What follows belongs to an exercise in optimizing a design on an open flow for small area, a short achievable clock period and few clock cycles; a production flow would make more cautious choices.
The RTL was checked by simulation tests, not by an equivalence proof against the original design.

==> flow/design.v (excerpt) <==
module stack_with_min_max_mean_top (
	input  logic                                  clk,
	input  logic                                  arst_n,
	input  logic                                  req_valid,
	output logic                                  req_ready,
	input  logic [stkstat_pkg::KIND_W-1:0]        req_kind,
	input  logic signed [stkstat_pkg::VAL_W-1:0]  req_value,
	output logic                                  rsp_valid,
	input  logic                                  rsp_ready,
	output logic [stkstat_pkg::STAT_W-1:0]        rsp_status,
	output logic signed [stkstat_pkg::VAL_W-1:0]  rsp_popped,
	output logic signed [stkstat_pkg::VAL_W-1:0]  rsp_minimum,
	output logic signed [stkstat_pkg::VAL_W-1:0]  rsp_maximum,
	output logic signed [stkstat_pkg::MEAN_W-1:0] rsp_mean_q8,
	output logic [stkstat_pkg::FILL_W-1:0]        rsp_fill,
	input  logic                                  cfg_valid,
	output logic                                  cfg_ready,
	input  logic [stkstat_pkg::FILL_W-1:0]        cfg_data
);
	localparam int DEPTH = stkstat_pkg::DEPTH;
	localparam int VAL_W = stkstat_pkg::VAL_W;
	localparam int SUM_W = stkstat_pkg::SUM_W;
	localparam int NT        = 10;
	localparam int STEPS_PER = 2;
	logic             rq_vld;
	logic [1:0]       rq_kind;
	logic [31:0]      rq_val;
	logic [6:0]       rq_cap;
	logic [6:0]       cap_q;
	logic             o_vld;
	logic             o_free;
	logic             e_exit;
	logic             recirc;
	logic             rq_free;
	logic             acc;
	assign o_free    = !o_vld || rsp_ready;
	assign req_ready = rq_free;
	assign acc       = req_valid && rq_free;
	assign cfg_ready = 1'b1;
	always_ff @(posedge clk or negedge arst_n) begin
		if (!arst_n) begin
			rq_vld <= 1'b0;
			cap_q  <= stkstat_pkg::CAP_RESET;
		end else begin
  ...
For scale: roughly 4100 flip-flops, ~190 I/O pins.
==> flow/config.mk <==
export PLATFORM = sky130hd
export DESIGN_NAME = stack_with_min_max_mean_top
export DESIGN_NICKNAME = stack_with_min_max_mean_top
export VERILOG_FILES = /design/flow/design.v
export SDC_FILE = /design/flow/constraint.sdc
export NUM_CORES = 4
export LEC_CHECK = 0
export CAP_MARGIN = 20
export CORE_MARGIN = 2
export CORE_UTILIZATION = 45
export CTS_BUF_LIST = sky130_fd_sc_hd__clkbuf_8
export CTS_CLUSTER_DIAMETER = 50
export CTS_CLUSTER_SIZE = 14
export SETUP_SLACK_MARGIN = 3.5
export SLEW_MARGIN = 20
export TNS_END_PERCENT = 10
==> flow/constraint.sdc <==
create_clock -name core_clock -period 8.0 [get_ports {clk}]
set_input_delay 1.6000 -clock core_clock [delete_from_list [all_inputs] [get_ports {clk}]]
set_output_delay 1.6000 -clock core_clock [all_outputs]
set_load 0.01 [all_outputs]
run.sh (not shown) runs the stock make flow with config.mk's settings and CLKGATE_MAP_FILE= SYNTH_SCRIPT=/design/flow/synth_recipe.tcl, a recipe that flattens the netlist after the stock synthesis.
Testbench counts at the start, summed over its fixed seeds: cycles 20,225.
Rerun with:
--- a/flow/design.v
+++ b/flow/design.v
@@ -105,12 +105,13 @@
 	localparam int SUM_W = stkstat_pkg::SUM_W;
 	localparam int NT        = 10;
 	localparam int STEPS_PER = 2;
 	logic             rq_vld;
 	logic [1:0]       rq_kind;
 	logic [31:0]      rq_val;
+	logic [31:0]      rq_wdn;      
 	logic [6:0]       rq_cap;
 	logic [6:0]       cap_q;
 	logic             o_vld;
 	logic             o_free;
 	logic             e_exit;
 	logic             recirc;
@@ -130,12 +131,13 @@
 		end
 	end
 	always_ff @(posedge clk) begin
 		if (acc) begin
 			rq_kind <= req_kind;
 			rq_val  <= req_value;
+			rq_wdn  <= ~req_value;
 			rq_cap  <= cap_q;
 		end
 	end
 	logic [6:0]              fill_q;
 	logic [DEPTH-1:0]        therm_q;     
 	logic [VAL_W-1:0]        ent_q [DEPTH];
@@ -158,14 +160,16 @@
 	logic              rmin2, rmax2;
 	logic [DEPTH-1:0]  p1;        
 	logic [DEPTH-1:0]  p3;        
 	logic [DEPTH-1:0]  psel_q, psel_nx;
 	logic [31:0]       rd;
 	logic              fix_q, fixmin_q, blk, fix_nx;
-	assign blk     = fix_q && k_pop;
-	assign ex      = rq_vld && !recirc && !blk;
+	logic              ex_pred, fix_pred, stale_q;
+	assign blk     = (fix_q && k_pop) || stale_q;
+	assign ex_pred = rq_vld && !blk;
+	assign ex      = ex_pred && !recirc;
 	assign rq_free = !rq_vld || (!recirc && !blk);
 	assign empty  = !therm_q[0];
 	assign full   = full_q;
 	assign k_push = (rq_kind == stkstat_pkg::KIND_PUSH);
 	assign k_pop  = (rq_kind == stkstat_pkg::KIND_POP);
 	assign k_qry  = (rq_kind == stkstat_pkg::KIND_QUERY);
@@ -204,17 +208,18 @@
 			smin = smin | (smin >> d);
 			smax = smax | (smax >> d);
 		end
 		hmin = xmin & ~(smin >> 1);
 		hmax = xmax & ~(smax >> 1);
 		hsel = rmin2 ? hmin : hmax;
-		fix_nx = ex && pop_ok && (rmin2 || rmax2) && therm_q[2];
-		if (fix_nx)              psel_nx = hsel;
-		else if (ex && push_ok)  psel_nx = p1;
-		else if (ex && pop_ok)   psel_nx = p3;
-		else                     psel_nx = p2;
+		fix_pred = ex_pred && pop_ok && (rmin2 || rmax2) && therm_q[2];
+		fix_nx   = fix_pred && !recirc;
+		if (fix_pred)                 psel_nx = hsel;
+		else if (ex_pred && push_ok)  psel_nx = p1;
+		else if (ex_pred && pop_ok)   psel_nx = p3;
+		else                          psel_nx = p2;
 		rd = '0;
 		for (int i = 0; i < DEPTH; i++) begin
 			rd = rd | ({32{psel_q[i]}} & ent_q[i]);
 		end
 	end
 	logic             fl_vld_q, fl_min_q, fl_max_q;
@@ -231,14 +236,14 @@
 		fl_min_q <= lt_min;
 		fl_max_q <= gt_max;
 		psel_q   <= psel_nx;
 	end
 	for (genvar g = 0; g < DEPTH; g++) begin : g_ent
 		always_ff @(posedge clk) begin
-			if (ex && push_ok && wsel[g]) begin
-				ent_q[g] <= rq_val;
+			if (wsel[g]) begin
+				ent_q[g] <= ~rq_wdn;
 			end
 			if (fl_vld_q && p1[g]) begin
 				fmin_q[g] <= fl_min_q;
 				fmax_q[g] <= fl_max_q;
 			end
 		end
@@ -246,31 +251,35 @@
 	always_ff @(posedge clk or negedge arst_n) begin
 		if (!arst_n) begin
 			fill_q  <= '0;
 			therm_q <= '0;
 			full_q  <= 1'b0;
 			fix_q   <= 1'b0;
+			stale_q <= 1'b0;
 		end else begin
 			full_q <= full_nx;
-			fix_q  <= fix_nx;
+			fix_q   <= fix_nx;
+			stale_q <= ex_pred && recirc;
 			if (ex) begin
 				fill_q <= fill_n;
 				if (push_ok) therm_q <= {therm_q[DEPTH-2:0], 1'b1};
 				if (pop_ok)  therm_q <= {1'b0, therm_q[DEPTH-1:1]};
 			end
 		end
 	end
-	logic [SUM_W-1:0] sum_add;
-	logic [SUM_W:0]   sum_ci;
-	assign sum_add = push_ok ? {{(SUM_W-32){rq_val[31]}}, rq_val} : ~{{(SUM_W-32){top_q[31]}}, top_q};
-	assign sum_ci  = {sum_q, 1'b1} + {sum_add, !push_ok};
+	logic [SUM_W-1:0] sum_push;
+	logic [SUM_W:0]   sum_pop;
+	assign sum_push = sum_q + {{(SUM_W-32){rq_val[31]}}, rq_val};
+	assign sum_pop  = {sum_q, 1'b1} + {~{{(SUM_W-32){top_q[31]}}, top_q}, 1'b1};
 	always_ff @(posedge clk or negedge arst_n) begin
 		if (!arst_n) begin
 			sum_q <= '0;
-		end else if (ex && (push_ok || pop_ok)) begin
-			sum_q <= sum_ci[SUM_W:1];
+		end else if (ex && push_ok) begin
+			sum_q <= sum_push;
+		end else if (ex && pop_ok) begin
+			sum_q <= sum_pop[SUM_W:1];
 		end
 	end
 	always_ff @(posedge clk) begin
 		if (ex && push_ok) begin
 			top_q  <= rq_val;
 			min_q  <= lt_min ? signed'(rq_val) : min_q;
Setup slack is better by 0.13 ns.
Non-clock buffer count went down by 86.
Flip-flop and latch count went up by 33.
Cell area went up by about 1.3%.
Die area went up by 2.2%.
Testbench counts after the change, summed over its fixed seeds: cycles 20,225.

==> static timing again, ports no longer ideal <==
The results above use ideal ports. As a check the final layouts listed here were re-extracted and re-timed, cells and wires unchanged.
Step 1: set_driving_cell puts a clkbuf_16 on clk and a buf_2 on each other input, an assumption about the parent block.
Step 2 moves the port delays by t, midway between the first and last clock arrival at a register: inputs arrive t later, outputs are due t later. That takes back most of the time a late clock gives input paths.
Slacks: no drivers / after step 1 / after step 2; pairs: no drivers / after step 1.
run	t, ns	setup WS [ns]	worst hold slack (ns)	latest minus earliest clock arrival (ns)
the first run	1.248	3.105 / 3.188 / 1.939	0.263 / 0.263 / 0.263	0.175 / 0.175
the second run	1.222	3.232 / 3.232 / 2.344	0.298 / 0.298 / 0.298	0.133 / 0.134
After both steps setup and hold are still met in every run listed. For the first run, which loses most, drivers alone change the setup slack by +0.083 ns; drivers and shift together by -1.166 ns.
